This design comes from an exercise in tuning for small area, a short achievable clock period and few clock cycles per item on the open sky130 flow, not from production work.

==> 01-16: inputs <==
// quad_disc_root
module quad_disc_root #(
   parameter int W_IN   = quad_pkg::W_IN_DEF,
   parameter int W_DISC = 2*W_IN + 2,
   parameter int W_ROOT = W_IN + 1
) (
   input  logic                     CLK,
   input  logic                     RST,
   input  logic                     START,
   input  logic signed [W_IN-1:0]   A,
   input  logic signed [W_IN-1:0]   B,
   input  logic signed [W_IN-1:0]   C,
   output logic                     BUSY,
   output logic                     DONE,
   output logic signed [W_DISC-1:0] DISC,
   output logic        [W_ROOT-1:0] SQRT,
   output logic                     EXACT,
   output logic        [1:0]        ST
);
export LEC_CHECK = 0
export CAP_MARGIN = 20
export CORE_MARGIN = 2
export CORE_UTILIZATION = 60
export CTS_CLUSTER_DIAMETER = 100
export CTS_CLUSTER_SIZE = 25
export SLEW_MARGIN = 20
create_clock -name core_clock -period 13.5 [get_ports {CLK}]
standard.sh (not shown) runs the stock make flow with config.mk's settings and CLKGATE_MAP_FILE= SYNTH_SCRIPT=/design/flow/synth_recipe.tcl, a recipe that flattens the netlist after the stock synthesis.
==> flow/flow/run.sh <==
#!/bin/bash
# Layout: the standard flow (standard.sh: ORFS synthesis through finish)
# with two changes: the buffers that ORFS puts on every input and output port
# are sky130_fd_sc_hd__buf_2 instead of the delay cell buffer_ports picks by
# default, and the timing repair after clock-tree synthesis and global routing
# aims for a setup slack margin, so it sizes the critical paths.
set -o pipefail
export BUFFER_PORTS_ARGS="-buffer_cell sky130_fd_sc_hd__buf_2"
export SETUP_SLACK_MARGIN=9.8
bash standard.sh > standard.log 2>&1
==> inputs of 12-15, as changes to 01-16 <==
--- a/flow/design.v
+++ b/flow/design.v
@@ -1386,37 +1386,37 @@
       v2 <= v1 & ~RST;
       z2 <= z1;
       d2 <= d1;
    end
    logic [3:0] t3_0;
    logic [0:0] r3_0;
    logic [1:0] m3_0;
    assign t3_0 = 4'(d2[33:32]) - 4'(2'b01);
-   assign r3_0 = t3_0[3];
+   assign r3_0 = ~t3_0[3];
    assign m3_0 = t3_0[3] ? 2'(d2[33:32]) : t3_0[1:0];
    logic [6:0] x3_1, u3_1, v3_1, y3_1;
    logic [2:0] r3_1;
    logic [3:0] m3_1;
    assign x3_1 = 7'({m3_0, d2[31:28]});
-   assign u3_1 = x3_1 + {3'b111, r3_0, 3'b111};
-   assign v3_1 = x3_1 + {2'b11, r3_0, 4'b1100};
-   assign y3_1 = x3_1 + {2'b11, r3_0, 4'b1111} + {3'b111, r3_0, 3'b111} - 7'(7);
+   assign u3_1 = x3_1 - 7'({r3_0, 3'b001});
+   assign v3_1 = x3_1 - 7'({r3_0, 4'b0100});
+   assign y3_1 = x3_1 - 7'({r3_0, 4'b0000}) - 7'({r3_0, 3'b000}) - 7'(9);
    always_comb begin
       if (!y3_1[6]) begin
-         r3_1 = {r3_0, 2'd0};
+         r3_1 = {r3_0, 2'd3};
          m3_1 = y3_1[3:0];
       end else if (!v3_1[6]) begin
-         r3_1 = {r3_0, 2'd1};
+         r3_1 = {r3_0, 2'd2};
          m3_1 = v3_1[3:0];
       end else if (!u3_1[6]) begin
-         r3_1 = {r3_0, 2'd2};
+         r3_1 = {r3_0, 2'd1};
          m3_1 = u3_1[3:0];
       end else begin
-         r3_1 = {r3_0, 2'd3};
+         r3_1 = {r3_0, 2'd0};
          m3_1 = x3_1[3:0];
       end
    end
    logic [1:0] c3_n;
    always_comb begin
       if (z2)               c3_n = quad_pkg::ST_DEGEN;
       else if (d2[33])      c3_n = quad_pkg::ST_NONE;
       else if (d2 == 34'd0) c3_n = quad_pkg::ST_DOUBLE;
@@ -1433,31 +1433,31 @@
       d3 <= d2;
       r3 <= r3_1;
       m3 <= m3_1;
    end
    logic [8:0] x4_0, u4_0, v4_0, y4_0;
    logic [4:0] r4_0;
    logic [5:0] m4_0;
    assign x4_0 = 9'({m3, d3[27:24]});
-   assign u4_0 = x4_0 + {3'b111, r3, 3'b111};
-   assign v4_0 = x4_0 + {2'b11, r3, 4'b1100};
-   assign y4_0 = x4_0 + {2'b11, r3, 4'b1111} + {3'b111, r3, 3'b111} - 9'(7);
+   assign u4_0 = x4_0 - 9'({r3, 3'b001});
+   assign v4_0 = x4_0 - 9'({r3, 4'b0100});
+   assign y4_0 = x4_0 - 9'({r3, 4'b0000}) - 9'({r3, 3'b000}) - 9'(9);
    always_comb begin
       if (!y4_0[8]) begin
-         r4_0 = {r3, 2'd0};
+         r4_0 = {r3, 2'd3};
          m4_0 = y4_0[5:0];
       end else if (!v4_0[8]) begin
-         r4_0 = {r3, 2'd1};
+         r4_0 = {r3, 2'd2};
          m4_0 = v4_0[5:0];
       end else if (!u4_0[8]) begin
-         r4_0 = {r3, 2'd2};
+         r4_0 = {r3, 2'd1};
          m4_0 = u4_0[5:0];
       end else begin
-         r4_0 = {r3, 2'd3};
+         r4_0 = {r3, 2'd0};
          m4_0 = x4_0[5:0];
       end
    end
    logic        v4;
    logic [1:0]  c4;
    logic [33:0] d4;
    logic [4:0] r4;
    logic [5:0] m4;
@@ -1467,31 +1467,31 @@
       d4 <= d3;
       r4 <= r4_0;
       m4 <= m4_0;
    end
    logic [10:0] x5_0, u5_0, v5_0, y5_0;
    logic [6:0] r5_0;
    logic [7:0] m5_0;
    assign x5_0 = 11'({m4, d4[23:20]});
-   assign u5_0 = x5_0 + {3'b111, r4, 3'b111};
-   assign v5_0 = x5_0 + {2'b11, r4, 4'b1100};
-   assign y5_0 = x5_0 + {2'b11, r4, 4'b1111} + {3'b111, r4, 3'b111} - 11'(7);
+   assign u5_0 = x5_0 - 11'({r4, 3'b001});
+   assign v5_0 = x5_0 - 11'({r4, 4'b0100});
+   assign y5_0 = x5_0 - 11'({r4, 4'b0000}) - 11'({r4, 3'b000}) - 11'(9);
    always_comb begin
       if (!y5_0[10]) begin
-         r5_0 = {r4, 2'd0};
+         r5_0 = {r4, 2'd3};
          m5_0 = y5_0[7:0];
       end else if (!v5_0[10]) begin
-         r5_0 = {r4, 2'd1};
+         r5_0 = {r4, 2'd2};
          m5_0 = v5_0[7:0];
       end else if (!u5_0[10]) begin
-         r5_0 = {r4, 2'd2};
+         r5_0 = {r4, 2'd1};
          m5_0 = u5_0[7:0];
       end else begin
-         r5_0 = {r4, 2'd3};
+         r5_0 = {r4, 2'd0};
          m5_0 = x5_0[7:0];
       end
    end
    logic        v5;
    logic [1:0]  c5;
    logic [33:0] d5;
    logic [6:0] r5;
    logic [7:0] m5;
@@ -1501,31 +1501,31 @@
       d5 <= d4;
       r5 <= r5_0;
       m5 <= m5_0;
    end
    logic [12:0] x6_0, u6_0, v6_0, y6_0;
    logic [8:0] r6_0;
    logic [9:0] m6_0;
    assign x6_0 = 13'({m5, d5[19:16]});
-   assign u6_0 = x6_0 + {3'b111, r5, 3'b111};
-   assign v6_0 = x6_0 + {2'b11, r5, 4'b1100};
-   assign y6_0 = x6_0 + {2'b11, r5, 4'b1111} + {3'b111, r5, 3'b111} - 13'(7);
+   assign u6_0 = x6_0 - 13'({r5, 3'b001});
+   assign v6_0 = x6_0 - 13'({r5, 4'b0100});
+   assign y6_0 = x6_0 - 13'({r5, 4'b0000}) - 13'({r5, 3'b000}) - 13'(9);
    always_comb begin
       if (!y6_0[12]) begin
-         r6_0 = {r5, 2'd0};
+         r6_0 = {r5, 2'd3};
          m6_0 = y6_0[9:0];
       end else if (!v6_0[12]) begin
-         r6_0 = {r5, 2'd1};
+         r6_0 = {r5, 2'd2};
          m6_0 = v6_0[9:0];
       end else if (!u6_0[12]) begin
-         r6_0 = {r5, 2'd2};
+         r6_0 = {r5, 2'd1};
          m6_0 = u6_0[9:0];
       end else begin
-         r6_0 = {r5, 2'd3};
+         r6_0 = {r5, 2'd0};
          m6_0 = x6_0[9:0];
       end
    end
    logic        v6;
    logic [1:0]  c6;
    logic [33:0] d6;
    logic [8:0] r6;
    logic [9:0] m6;
@@ -1535,31 +1535,31 @@
       d6 <= d5;
       r6 <= r6_0;
       m6 <= m6_0;
    end
    logic [14:0] x7_0, u7_0, v7_0, y7_0;
    logic [10:0] r7_0;
    logic [11:0] m7_0;
    assign x7_0 = 15'({m6, d6[15:12]});
-   assign u7_0 = x7_0 + {3'b111, r6, 3'b111};
-   assign v7_0 = x7_0 + {2'b11, r6, 4'b1100};
-   assign y7_0 = x7_0 + {2'b11, r6, 4'b1111} + {3'b111, r6, 3'b111} - 15'(7);
+   assign u7_0 = x7_0 - 15'({r6, 3'b001});
+   assign v7_0 = x7_0 - 15'({r6, 4'b0100});
+   assign y7_0 = x7_0 - 15'({r6, 4'b0000}) - 15'({r6, 3'b000}) - 15'(9);
    always_comb begin
       if (!y7_0[14]) begin
-         r7_0 = {r6, 2'd0};
+         r7_0 = {r6, 2'd3};
          m7_0 = y7_0[11:0];
       end else if (!v7_0[14]) begin
-         r7_0 = {r6, 2'd1};
+         r7_0 = {r6, 2'd2};
          m7_0 = v7_0[11:0];
       end else if (!u7_0[14]) begin
-         r7_0 = {r6, 2'd2};
+         r7_0 = {r6, 2'd1};
          m7_0 = u7_0[11:0];
       end else begin
-         r7_0 = {r6, 2'd3};
+         r7_0 = {r6, 2'd0};
          m7_0 = x7_0[11:0];
       end
    end
    logic        v7;
    logic [1:0]  c7;
    logic [33:0] d7;
    logic [10:0] r7;
    logic [11:0] m7;
@@ -1569,31 +1569,31 @@
       d7 <= d6;
       r7 <= r7_0;
       m7 <= m7_0;
    end
    logic [16:0] x8_0, u8_0, v8_0, y8_0;
    logic [12:0] r8_0;
    logic [13:0] m8_0;
    assign x8_0 = 17'({m7, d7[11:8]});
-   assign u8_0 = x8_0 + {3'b111, r7, 3'b111};
-   assign v8_0 = x8_0 + {2'b11, r7, 4'b1100};
-   assign y8_0 = x8_0 + {2'b11, r7, 4'b1111} + {3'b111, r7, 3'b111} - 17'(7);
+   assign u8_0 = x8_0 - 17'({r7, 3'b001});
+   assign v8_0 = x8_0 - 17'({r7, 4'b0100});
+   assign y8_0 = x8_0 - 17'({r7, 4'b0000}) - 17'({r7, 3'b000}) - 17'(9);
    always_comb begin
       if (!y8_0[16]) begin
-         r8_0 = {r7, 2'd0};
+         r8_0 = {r7, 2'd3};
          m8_0 = y8_0[13:0];
       end else if (!v8_0[16]) begin
-         r8_0 = {r7, 2'd1};
+         r8_0 = {r7, 2'd2};
          m8_0 = v8_0[13:0];
       end else if (!u8_0[16]) begin
-         r8_0 = {r7, 2'd2};
+         r8_0 = {r7, 2'd1};
          m8_0 = u8_0[13:0];
       end else begin
-         r8_0 = {r7, 2'd3};
+         r8_0 = {r7, 2'd0};
          m8_0 = x8_0[13:0];
       end
    end
    logic        v8;
    logic [1:0]  c8;
    logic [33:0] d8;
    logic [12:0] r8;
    logic [13:0] m8;
@@ -1603,31 +1603,31 @@
       d8 <= d7;
       r8 <= r8_0;
       m8 <= m8_0;
    end
    logic [18:0] x9_0, u9_0, v9_0, y9_0;
    logic [14:0] r9_0;
    logic [15:0] m9_0;
    assign x9_0 = 19'({m8, d8[7:4]});
-   assign u9_0 = x9_0 + {3'b111, r8, 3'b111};
-   assign v9_0 = x9_0 + {2'b11, r8, 4'b1100};
-   assign y9_0 = x9_0 + {2'b11, r8, 4'b1111} + {3'b111, r8, 3'b111} - 19'(7);
+   assign u9_0 = x9_0 - 19'({r8, 3'b001});
+   assign v9_0 = x9_0 - 19'({r8, 4'b0100});
+   assign y9_0 = x9_0 - 19'({r8, 4'b0000}) - 19'({r8, 3'b000}) - 19'(9);
    always_comb begin
       if (!y9_0[18]) begin
-         r9_0 = {r8, 2'd0};
+         r9_0 = {r8, 2'd3};
          m9_0 = y9_0[15:0];
       end else if (!v9_0[18]) begin
-         r9_0 = {r8, 2'd1};
+         r9_0 = {r8, 2'd2};
          m9_0 = v9_0[15:0];
       end else if (!u9_0[18]) begin
-         r9_0 = {r8, 2'd2};
+         r9_0 = {r8, 2'd1};
          m9_0 = u9_0[15:0];
       end else begin
-         r9_0 = {r8, 2'd3};
+         r9_0 = {r8, 2'd0};
          m9_0 = x9_0[15:0];
       end
    end
    logic        v9;
    logic [1:0]  c9;
    logic [33:0] d9;
    logic [14:0] r9;
    logic [15:0] m9;
@@ -1637,31 +1637,31 @@
       d9 <= d8;
       r9 <= r9_0;
       m9 <= m9_0;
    end
    logic [20:0] x10_0, u10_0, v10_0, y10_0;
    logic [16:0] r10_0;
    logic [17:0] m10_0;
    assign x10_0 = 21'({m9, d9[3:0]});
-   assign u10_0 = x10_0 + {3'b111, r9, 3'b111};
-   assign v10_0 = x10_0 + {2'b11, r9, 4'b1100};
-   assign y10_0 = x10_0 + {2'b11, r9, 4'b1111} + {3'b111, r9, 3'b111} - 21'(7);
+   assign u10_0 = x10_0 - 21'({r9, 3'b001});
+   assign v10_0 = x10_0 - 21'({r9, 4'b0100});
+   assign y10_0 = x10_0 - 21'({r9, 4'b0000}) - 21'({r9, 3'b000}) - 21'(9);
    always_comb begin
       if (!y10_0[20]) begin
-         r10_0 = {r9, 2'd0};
+         r10_0 = {r9, 2'd3};
          m10_0 = y10_0[17:0];
       end else if (!v10_0[20]) begin
-         r10_0 = {r9, 2'd1};
+         r10_0 = {r9, 2'd2};
          m10_0 = v10_0[17:0];
       end else if (!u10_0[20]) begin
-         r10_0 = {r9, 2'd2};
+         r10_0 = {r9, 2'd1};
          m10_0 = u10_0[17:0];
       end else begin
-         r10_0 = {r9, 2'd3};
+         r10_0 = {r9, 2'd0};
          m10_0 = x10_0[17:0];
       end
    end
    logic        v10;
    logic [1:0]  c10;
    logic [33:0] d10;
    logic [16:0] r10;
    logic [17:0] m10;
@@ -1678,17 +1678,17 @@
          DISC  <= '0;
          SQRT  <= '0;
          EXACT <= 1'b0;
          ST    <= quad_pkg::ST_NONE;
       end else begin
          DONE <= v10;
          if (v10) begin
             DISC  <= d10;
-            SQRT  <= (c10 == quad_pkg::ST_TWO) ? ~r10 : 17'd0;
+            SQRT  <= (c10 == quad_pkg::ST_TWO) ? r10 : 17'd0;
             EXACT <= (c10 == quad_pkg::ST_DOUBLE) ||
                      (c10 == quad_pkg::ST_TWO && m10 == 18'd0);
             ST    <= c10;
          end
       end
    end
    assign BUSY = 1'b0;
 endmodule
Settings changed: CORE_UTILIZATION 60 to 30, CTS_CLUSTER_DIAMETER 100 to unset, CTS_CLUSTER_SIZE 25 to unset.
==> notes <==
Against 12-15, the wire length of 01-16 is smaller by about 7.5%.
Fmax: 01-16 is higher than 12-15 (1.9%).
In 01-16 the register-to-register slack is higher than in 12-15, by 0.12 ns.
Die area: 12-15 is higher than 01-16 (about 100%).
Of 01-16 and 12-15, 12-15 has the higher via count (gap 2.8%, measured against 12-15).
Flip-flop and latch count is the same in 12-15 and 01-16.
Of 01-16 and 12-15, 01-16 has the higher hold slack (gap 0.0089 ns).
Clock skew: 01-16 is lower than 12-15 (0.0046 ns).
==> figures <==
quantity	01-16	12-15
Status	complete, no violations	complete, no violations
Multi-input combinational cell area	24,860 µm²	25,020 µm²
Starting utilization of the core area	60.41%	30.18%
DIE HEIGHT	266.6 µm	378.2 µm
Arithmetic-cell share of the synthesized area counting full adders, half adders and majority gates	27.40%	28.68%
Fraction of synthesized cell area in xor and xnor cells	5.696%	6.026%
Hold slack	0.3190 ns	0.3101 ns
Sequential standard cell area	14,400 µm²	14,440 µm²
Worst reg2reg path endpoint	q1_19_3	d2[32]
Area of placed instances	42,660 µm²	44,620 µm²
Count of filler cells inserted in the layout	5,694	14,139
Drt initial violations	1,429	1,479
Overall track demand over capacity in global routing	26.28%	14.02%
Maximum number of pins on one net before global-route repair	67	51
Drt first pass iters	6	5
Hold Path End	d4[15]	d7[4]
Reg clk slew, reported paths	0.09 ns	0.06 ns
GR Util met3	3.155%	2.548%
Repair and plain buffers	155	162
No run of this note included a check of the RTL's function; only the layout flow was run.

## port drivers added, routing unchanged
The flow's constraints put no driver on any port. The routed layouts listed below were extracted and timed again, unchanged, in two steps.
Step 1 (the two cells are an assumption about what drives the block):
set clk [get_ports {CLK}]
set_driving_cell -lib_cell sky130_fd_sc_hd__clkbuf_16 $clk
set_driving_cell -lib_cell sky130_fd_sc_hd__buf_2 [delete_from_list [all_inputs] $clk]
Step 2 also shifts input and output timing later by t, the mid clock arrival at the registers, as if the neighbouring blocks saw the same clock.
Three values: ideal ports, drivers, drivers and shift; two values: the first two.
| run | t, ns | setup slack, ns | hold slack, ns | worst setup path at the end | clock arrival spread, ns |
|---|---|---|---|---|---|
| 01-16 | 0.665 | 9.715 / 9.646 / 9.622 | 0.319 / 0.319 / 0.319 | input to register | 0.033 / 0.033 |
| 12-15 | 0.738 | 9.642 / 9.569 / 9.487 | 0.310 / 0.310 / 0.310 | input to register | 0.031 / 0.031 |
After both steps setup and hold are still met in every run listed. For 12-15, which loses most, drivers alone change the setup slack by -0.073 ns; drivers and shift together by -0.155 ns.
